Source: an optimization exercise on an open RTL-to-GDS flow (aim: a short achievable clock period and few clock cycles per item). Production flows keep margins and buffers that such runs may drop.
Function was checked by simulation only, so behaviour that the tests miss may differ from the original.
Power figures rest on the tool's default switching activity, not on a simulated workload.

`flow/run.sh`:
```
#!/bin/bash
# synth_recipe.tcl (not shown) runs the flow's synth.tcl, then flattens the netlist and writes it again
# the make line also repeats each setting of config.mk as NAME=value (left out here)
make -C /OpenROAD-flow-scripts/flow DESIGN_CONFIG=/design/flow/config.mk WORK_HOME=/design/flow/orfs CLKGATE_MAP_FILE= SYNTH_SCRIPT=/design/flow/synth_recipe.tcl finish
```
`flow/config.mk`:
```
export PLATFORM = sky130hd
export DESIGN_NAME = data_mem_top
export DESIGN_NICKNAME = data_mem_top
export VERILOG_FILES = /design/flow/design.v
export SDC_FILE = /design/flow/constraint.sdc
export NUM_CORES = 4
export LEC_CHECK = 0
export CAP_MARGIN = 20
export CORE_MARGIN = 2
export CORE_UTILIZATION = 40
export SLEW_MARGIN = 20
```
`flow/constraint.sdc`:
```
create_clock -name core_clock -period 10.0 [get_ports {clk}]
set_input_delay 2.0000 -clock core_clock [delete_from_list [all_inputs] [get_ports {clk}]]
set_output_delay 2.0000 -clock core_clock [all_outputs]
set_load 0.01 [all_outputs]
```
`flow/design.v`:
```
package mem_pkg;
    localparam int DATA_W = 32;
    localparam int LANE_W = 8;
    localparam int LANES  = 4;
    localparam int ADDR_W = 10;
    localparam int ROW_W  = ADDR_W - 2;
    localparam logic [1:0] SIZE_BYTE  = 2'd0;
    localparam logic [1:0] SIZE_HALF  = 2'd1;
    localparam logic [1:0] SIZE_THREE = 2'd2;
    localparam logic [1:0] SIZE_WORD  = 2'd3;
endpackage
module lsu_request (
    input  logic                                          clk,
    input  logic                                          rst_n,
    input  logic                                          req,
    input  logic                                          we,
    input  logic [1:0]                                    size,
    input  logic                                          sign,
    input  logic [mem_pkg::ADDR_W-1:0]                    addr,
    input  logic [mem_pkg::DATA_W-1:0]                    wdata,
    output logic [mem_pkg::LANES*mem_pkg::ROW_W-1:0]      bank_row,
    output logic [mem_pkg::LANES-1:0]                     bank_we,
    output logic [mem_pkg::DATA_W-1:0]                    bank_wdata,
    output logic                                          ld_valid,
    output logic [1:0]                                    ld_size,
    output logic                                          ld_sign,
    output logic [1:0]                                    ld_shift
);
    localparam int ADDR_W = mem_pkg::ADDR_W;
    localparam int ROW_W  = mem_pkg::ROW_W;
    localparam int LANES  = mem_pkg::LANES;
    localparam int LANE_W = mem_pkg::LANE_W;
    localparam int DATA_W = mem_pkg::DATA_W;
    logic [1:0]                  lane_off;
    logic [ROW_W-1:0]            base_row;
    logic [2:0]                  byte_cnt;
    logic [LANES-1:0]            be_lin;
    logic [LANES-1:0]            be_rot;
    logic [DATA_W-1:0]           wdata_rot;
    logic [LANES*ROW_W-1:0]      row_next;
    assign lane_off = addr[1:0];
    assign base_row = addr[ADDR_W-1:2];
    assign byte_cnt = {1'b0, size} + 3'd1;
    always_comb begin : lin_enables
        for (int i = 0; i < LANES; i++) begin
            be_lin[i] = (3'(i) < byte_cnt);
        end
    end
    always_comb begin : lane_rotate
        logic [1:0] src;
        src = '0;
        for (int k = 0; k < LANES; k++) begin
            src                          = 2'(k) - lane_off;
            be_rot[k]                    = be_lin[src];
            wdata_rot[k*LANE_W +: LANE_W] = wdata[src*LANE_W +: LANE_W];
            row_next[k*ROW_W +: ROW_W]   = base_row + ROW_W'(2'(k) < lane_off);
        end
    end
    always_ff @(posedge clk or negedge rst_n) begin
        if (!rst_n) begin
            bank_we  <= '0;
            ld_valid <= 1'b0;
        end else begin
            bank_we  <= (req && we) ? be_rot : '0;
            ld_valid <= req && !we;
        end
    end
    always_ff @(posedge clk) begin
        if (req) begin
            bank_row   <= row_next;
            bank_wdata <= wdata_rot;
            ld_size    <= size;
            ld_sign    <= sign;
            ld_shift   <= lane_off;
        end
    end
endmodule
module byte_bank_ram (
    input  logic                                          clk,
    input  logic                                          rst_n,
    input  logic [mem_pkg::LANES*mem_pkg::ROW_W-1:0]      bank_row,
    input  logic [mem_pkg::LANES-1:0]                     bank_we,
    input  logic [mem_pkg::DATA_W-1:0]                    bank_wdata,
    input  logic                                          ld_valid,
    input  logic [1:0]                                    ld_size,
    input  logic                                          ld_sign,
    input  logic [1:0]                                    ld_shift,
    output logic [mem_pkg::DATA_W-1:0]                    bank_rdata,
    output logic                                          ext_valid,
    output logic [1:0]                                    ext_size,
    output logic                                          ext_sign,
    output logic [1:0]                                    ext_shift
);
    localparam int ROW_W  = mem_pkg::ROW_W;
    localparam int LANES  = mem_pkg::LANES;
    localparam int LANE_W = mem_pkg::LANE_W;
    for (genvar k = 0; k < LANES; k++) begin : g_bank
        logic [LANE_W-1:0] mem [0:2**ROW_W-1];
        logic [LANE_W-1:0] rd_q;
        logic [ROW_W-1:0]  row;
        assign row = bank_row[k*ROW_W +: ROW_W];
        always_ff @(posedge clk) begin
            if (bank_we[k]) begin
                mem[row] <= bank_wdata[k*LANE_W +: LANE_W];
            end
            rd_q <= mem[row];
        end
        assign bank_rdata[k*LANE_W +: LANE_W] = rd_q;
    end
    always_ff @(posedge clk or negedge rst_n) begin
        if (!rst_n) begin
            ext_valid <= 1'b0;
        end else begin
            ext_valid <= ld_valid;
        end
    end
    always_ff @(posedge clk) begin
        ext_size  <= ld_size;
        ext_sign  <= ld_sign;
        ext_shift <= ld_shift;
    end
endmodule
module load_extend (
    input  logic                       clk,
    input  logic                       rst_n,
    input  logic [mem_pkg::DATA_W-1:0] bank_rdata,
    input  logic                       ext_valid,
    input  logic [1:0]                 ext_size,
    input  logic                       ext_sign,
    input  logic [1:0]                 ext_shift,
    output logic [mem_pkg::DATA_W-1:0] rdata,
    output logic                       rvalid
);
    localparam int DATA_W = mem_pkg::DATA_W;
    localparam int LANE_W = mem_pkg::LANE_W;
    localparam int LANES  = mem_pkg::LANES;
    logic [DATA_W-1:0] algn;
    logic [DATA_W-1:0] keep_mask;
    logic              sign_bit;
    logic [DATA_W-1:0] ext_word;
    always_comb begin : lane_unrotate
        logic [1:0] src;
        src = '0;
        for (int k = 0; k < LANES; k++) begin
            src                      = 2'(k) + ext_shift;
            algn[k*LANE_W +: LANE_W] = bank_rdata[src*LANE_W +: LANE_W];
        end
    end
    always_comb begin : size_select
        case (ext_size)
            mem_pkg::SIZE_BYTE: begin
                sign_bit  = algn[LANE_W-1];
                keep_mask = DATA_W'({LANE_W{1'b1}});
            end
            mem_pkg::SIZE_HALF: begin
                sign_bit  = algn[2*LANE_W-1];
                keep_mask = DATA_W'({(2*LANE_W){1'b1}});
            end
            mem_pkg::SIZE_THREE: begin
                sign_bit  = algn[3*LANE_W-1];
                keep_mask = DATA_W'({(3*LANE_W){1'b1}});
            end
            default: begin
                sign_bit  = 1'b0;
                keep_mask = '1;
            end
        endcase
    end
    assign ext_word = (algn & keep_mask) | ({DATA_W{ext_sign & sign_bit}} & ~keep_mask);
    always_ff @(posedge clk or negedge rst_n) begin
        if (!rst_n) begin
            rvalid <= 1'b0;
            rdata  <= '0;
        end else begin
            rvalid <= ext_valid;
            if (ext_valid) begin
                rdata <= ext_word;
            end
        end
    end
endmodule
module data_mem_top (
    input  logic                       clk,
    input  logic                       rst_n,
    input  logic                       req,
    input  logic                       we,
    input  logic [1:0]                 size,
    input  logic                       sign,
    input  logic [mem_pkg::ADDR_W-1:0] addr,
    input  logic [mem_pkg::DATA_W-1:0] wdata,
    output logic [mem_pkg::DATA_W-1:0] rdata,
    output logic                       rvalid
);
    localparam int LANES  = mem_pkg::LANES;
    localparam int ROW_W  = mem_pkg::ROW_W;
    localparam int DATA_W = mem_pkg::DATA_W;
    logic [LANES*ROW_W-1:0]      bank_row;
    logic [LANES-1:0]            bank_we;
    logic [DATA_W-1:0]           bank_wdata;
    logic                        ld_valid;
    logic [1:0]                  ld_size;
    logic                        ld_sign;
    logic [1:0]                  ld_shift;
    logic [DATA_W-1:0]           bank_rdata;
    logic                        ext_valid;
    logic [1:0]                  ext_size;
    logic                        ext_sign;
    logic [1:0]                  ext_shift;
    lsu_request i_request (
        .clk        (clk),
        .rst_n      (rst_n),
        .req        (req),
        .we         (we),
        .size       (size),
        .sign       (sign),
        .addr       (addr),
        .wdata      (wdata),
        .bank_row   (bank_row),
        .bank_we    (bank_we),
        .bank_wdata (bank_wdata),
        .ld_valid   (ld_valid),
        .ld_size    (ld_size),
        .ld_sign    (ld_sign),
        .ld_shift   (ld_shift)
    );
    byte_bank_ram i_ram (
        .clk        (clk),
        .rst_n      (rst_n),
        .bank_row   (bank_row),
        .bank_we    (bank_we),
        .bank_wdata (bank_wdata),
        .ld_valid   (ld_valid),
        .ld_size    (ld_size),
        .ld_sign    (ld_sign),
        .ld_shift   (ld_shift),
        .bank_rdata (bank_rdata),
        .ext_valid  (ext_valid),
        .ext_size   (ext_size),
        .ext_sign   (ext_sign),
        .ext_shift  (ext_shift)
    );
    load_extend i_extend (
        .clk        (clk),
        .rst_n      (rst_n),
        .bank_rdata (bank_rdata),
        .ext_valid  (ext_valid),
        .ext_size   (ext_size),
        .ext_sign   (ext_sign),
        .ext_shift  (ext_shift),
        .rdata      (rdata),
        .rvalid     (rvalid)
    );
endmodule
```
==> summary.txt <==
status - finished clean
clock transition at the registers of the reported paths - 60 ps
first-pass GRT wire length - 1130 mm
Detailed Route WL - 791 mm
Bufs and invs on worst path - 3
CTS tree - yes
Post-CTS Setup Bufs - 0
post-synth cell types - 44
most used cell, CP - buf_4
Die H - 897 um
worst-margin pin slew - 1370 ps
hold crit path type - reg2reg
share of cells above drive strength 1 - 0.234
clock latency (worst-skew pair) - 1180 ps
number of global-route vias before repair - 152000
Die W - 897 um
antenna viol nets, final - 0
Final WS setup - 5220 ps
RSZ-0062 raised after global routing - false
total power per unit cell area - 210 nW/um2
Mapped Nets - 14600
slowest stage delay, CP - 970 ps
endpoints failing setup - 0
dpl hpwl - 457 mm
Crit Path Max Fanout - 71
commonest non-fill, non-tap cell in the layout - edfxtp_1
Worst Path Required - 10970 ps
Resized Gates After CTS - 0
Layout Nets - 14900
Top delay family on crit path - buffers and inverters
initial antenna violation count - 41
Mapped Cells - 14600
most frequent cells in the layout - edfxtp_1 (8261), mux4_2 (2081), nor2_1 (1067)
Clock Sinks - 8337
WHS - 340 ps
H-tree Lvls - 6
period utilization - 0.478
total of max-cap violations - 0
fmax - 209 MHz
Placed Instances - 24500
Worst Skew - 135 ps
worst-path cell with the longest stage delay - o41ai_1
Clock Path Buffers - 4
Area Growth Syn to Fin - 12.4%
Synthesis Warnings - 3
CP cell instances - buf_12, buf_4, buf_4, mux4_2, a22oi_1, a21oi_1, o41ai_1, nand4_1
hold violation count in the final report - 0
hold bufs inserted after CTS - 0
post-layout min period - 4780 ps
First-pass DRT Iterations - 8
Die ar. - 804000 um2
post-synthesis sequential area ratio - 0.783
Rel. slew slack - 0.0900
area of the multi-input gates - 65500 um2
DRC viols - 0
port bufs - 81
flops & latches, synth - 8337
Total GRT Usage - 0.191
DR iter-0 viols - 18200
Remaining Overflow, GRT - 0
max-slew violations - 0
Syn Area/Cell - 21.9 um2
Peak VDD IR - 0.195 mV
fillers - 65900
Placer Congestion - 0.808
CP endpoint kind - flip-flop
Initial Utilization - 0.402
vias per cell - 5.81
Wirelength per Cell - 30.3 um
startpoint type of the worst setup path - flip-flop
via count - 151000
register area - 250000 um2
# rows - 327
IO Count - 82
Clock Tree Root - clkbuf_16
Worst Path Arrival - 5740 ps
core box area - 794000 um2
leak pwr - 107 nW
final cell count without fillers - 26100
post-synthesis instance area - 319000 um2
Post-Route Setup TNS - 0 ps
maximum number of pins on one net before global-route repair - 256
critical path type - reg2reg
pre-CTS WS - 5110 ps
cts bufs inserted - 815
==> synthesized netlist by cell type (all sizes together) <==
cell     number  area, um2
edfxtp     8261     248000
mux4       2081      46900
nor2       1072       4020
a22oi      1024       7690
clkbuf      593       2230
a21oi       539       2700
buf         339       1790
nand2       145        544
o41ai       128       1120
nand3        43        215
nand4        41        257
dfrtp        39        976
nor2b        38        238
dfxtp        37        741
mux2i        31        310
and2         18        113
nand2b       17        106
a31oi        16        100
nor3         12       60.1
mux2         10        113
xor2         10       87.6
xnor2         9       78.8
ha            8        100
or2           8       50.1
o311ai        7       61.3
and3          5       31.3
inv           5       18.8
nor3b         3       22.5
o21ai         3       15.0
and3b         2       17.5
or3           2       12.5
a2111oi       1       8.76
and4          1       8.76
maj3          1       10.0
nand3b        1       7.51
o211ai        1       7.51
o21a          1       7.51
o22ai         1       6.26
or3b          1       8.76
==> layer usage <==
metal / part of all wire / GRT usage
met1: 0.42 / 0.278
met2: 0.48 / 0.302
met3: 0.078 / 0.0334
met4: 0.027 / 0.0498
met5: 0.000073 / 0
==> where the power goes <==
group	switching, mW	internal (mW)
clock	13.3	16.6
combinational	3.83	2.02
sequential	0.326	39.2
==> cell families (layout without fill, tap and decap cells) <==
family | Yosys count | count (layout) | synth area share
AO/OA/AOI/OAI | 1721 | 1721 | 0.0367
XOR/XNOR | 19 | 19 | 0.000522
adder cells (fa/ha/maj) | 9 | 9 | 0.000345
buffers and inverters | 937 | 1900 | 0.0127
flip-flops | 8337 | 8337 | 0.783
multiplexers | 2122 | 2122 | 0.148
other | 0 | 36 | 0
AND/OR/NAND/NOR | 1409 | 1409 | 0.0179
==> flip-flops by register name (all words and copies together), names as in the netlist <==
register,cells
i_request.bank_we,4
i_request.bank_row,32
i_extend.rvalid,1
i_ram.ext_shift,2
i_request.ld_sign,1
i_ram.ext_sign,1
i_request.ld_size,2
i_ram.ext_size,2
i_ram.g_bank.mem,8192
i_request.ld_valid,1
i_extend.rdata,32
i_request.bank_wdata,32
i_request.ld_shift,2
i_ram.ext_valid,1
i_ram.g_bank.rd_q,32
==> stage by stage <==
stage	area [um2]	util	total power [mW]
after CTS	358000	0.451	75.7
final	358000	0.451	75.2
after detailed placement	332000	0.419	46.2
after floorplan	319000	-	43.9
after global placement	332000	0.418	46.1
after global routing	358000	0.451	77.3
==> path summary, 6_finish.rpt <==
kind                                       start                      end  slack (ps)  depth (start not counted)
setup reg to reg           i_request.bank_row[8]  i_ram.g_bank[1].rd_q[0]        5220                          8
setup / recovery           i_request.bank_row[8]  i_ram.g_bank[1].rd_q[0]        5220                          8
min in group asynchronous                  rst_n        i_extend.rdata[4]         930                          2
hold reg to reg            i_request.ld_shift[0]       i_ram.ext_shift[0]         340                          0
hold / removal             i_request.ld_shift[0]       i_ram.ext_shift[0]         340                          0
max in group asynchronous                  rst_n          i_ram.ext_valid        8470                          2
==> area by class of cell <==
class,instances,area share
well taps,10500,0.0368
inverters,5,0.0000524
diodes,36,0.000251
repair buffers,394,0.0111
multi-input cells,5280,0.183
flip-flops and latches,8337,0.697
clock inverters,445,0.0113
clock buffers,1056,0.0607
Testbench counts, summed over its fixed seeds: cycles 26,466, loads 7,229.

[afterwards: timing with drivers on the ports]
The results above use ideal ports. As a check the final layout listed here was re-extracted and re-timed, cells and wires unchanged.
Step 1 (the two cells are an assumption about what drives the block):
set clk [get_ports {clk}]
set_driving_cell -lib_cell sky130_fd_sc_hd__clkbuf_16 $clk
set_driving_cell -lib_cell sky130_fd_sc_hd__buf_2 [delete_from_list [all_inputs] $clk]
Step 2 also shifts input and output timing later by t, the mid clock arrival at the registers, as if the neighbouring blocks saw the same clock.
a / b / c = ideal ports / drivers / drivers and shift; a / b = the first two.
t, ns: 1.262
setup WS [ns]: 5.225 / 5.225 / 5.225
clock arrival spread, ns: 0.153 / 0.153
After both steps this run still meets setup and hold. The setup slack of this run moves by 0.000 ns with the drivers and by 0.000 ns with both steps.
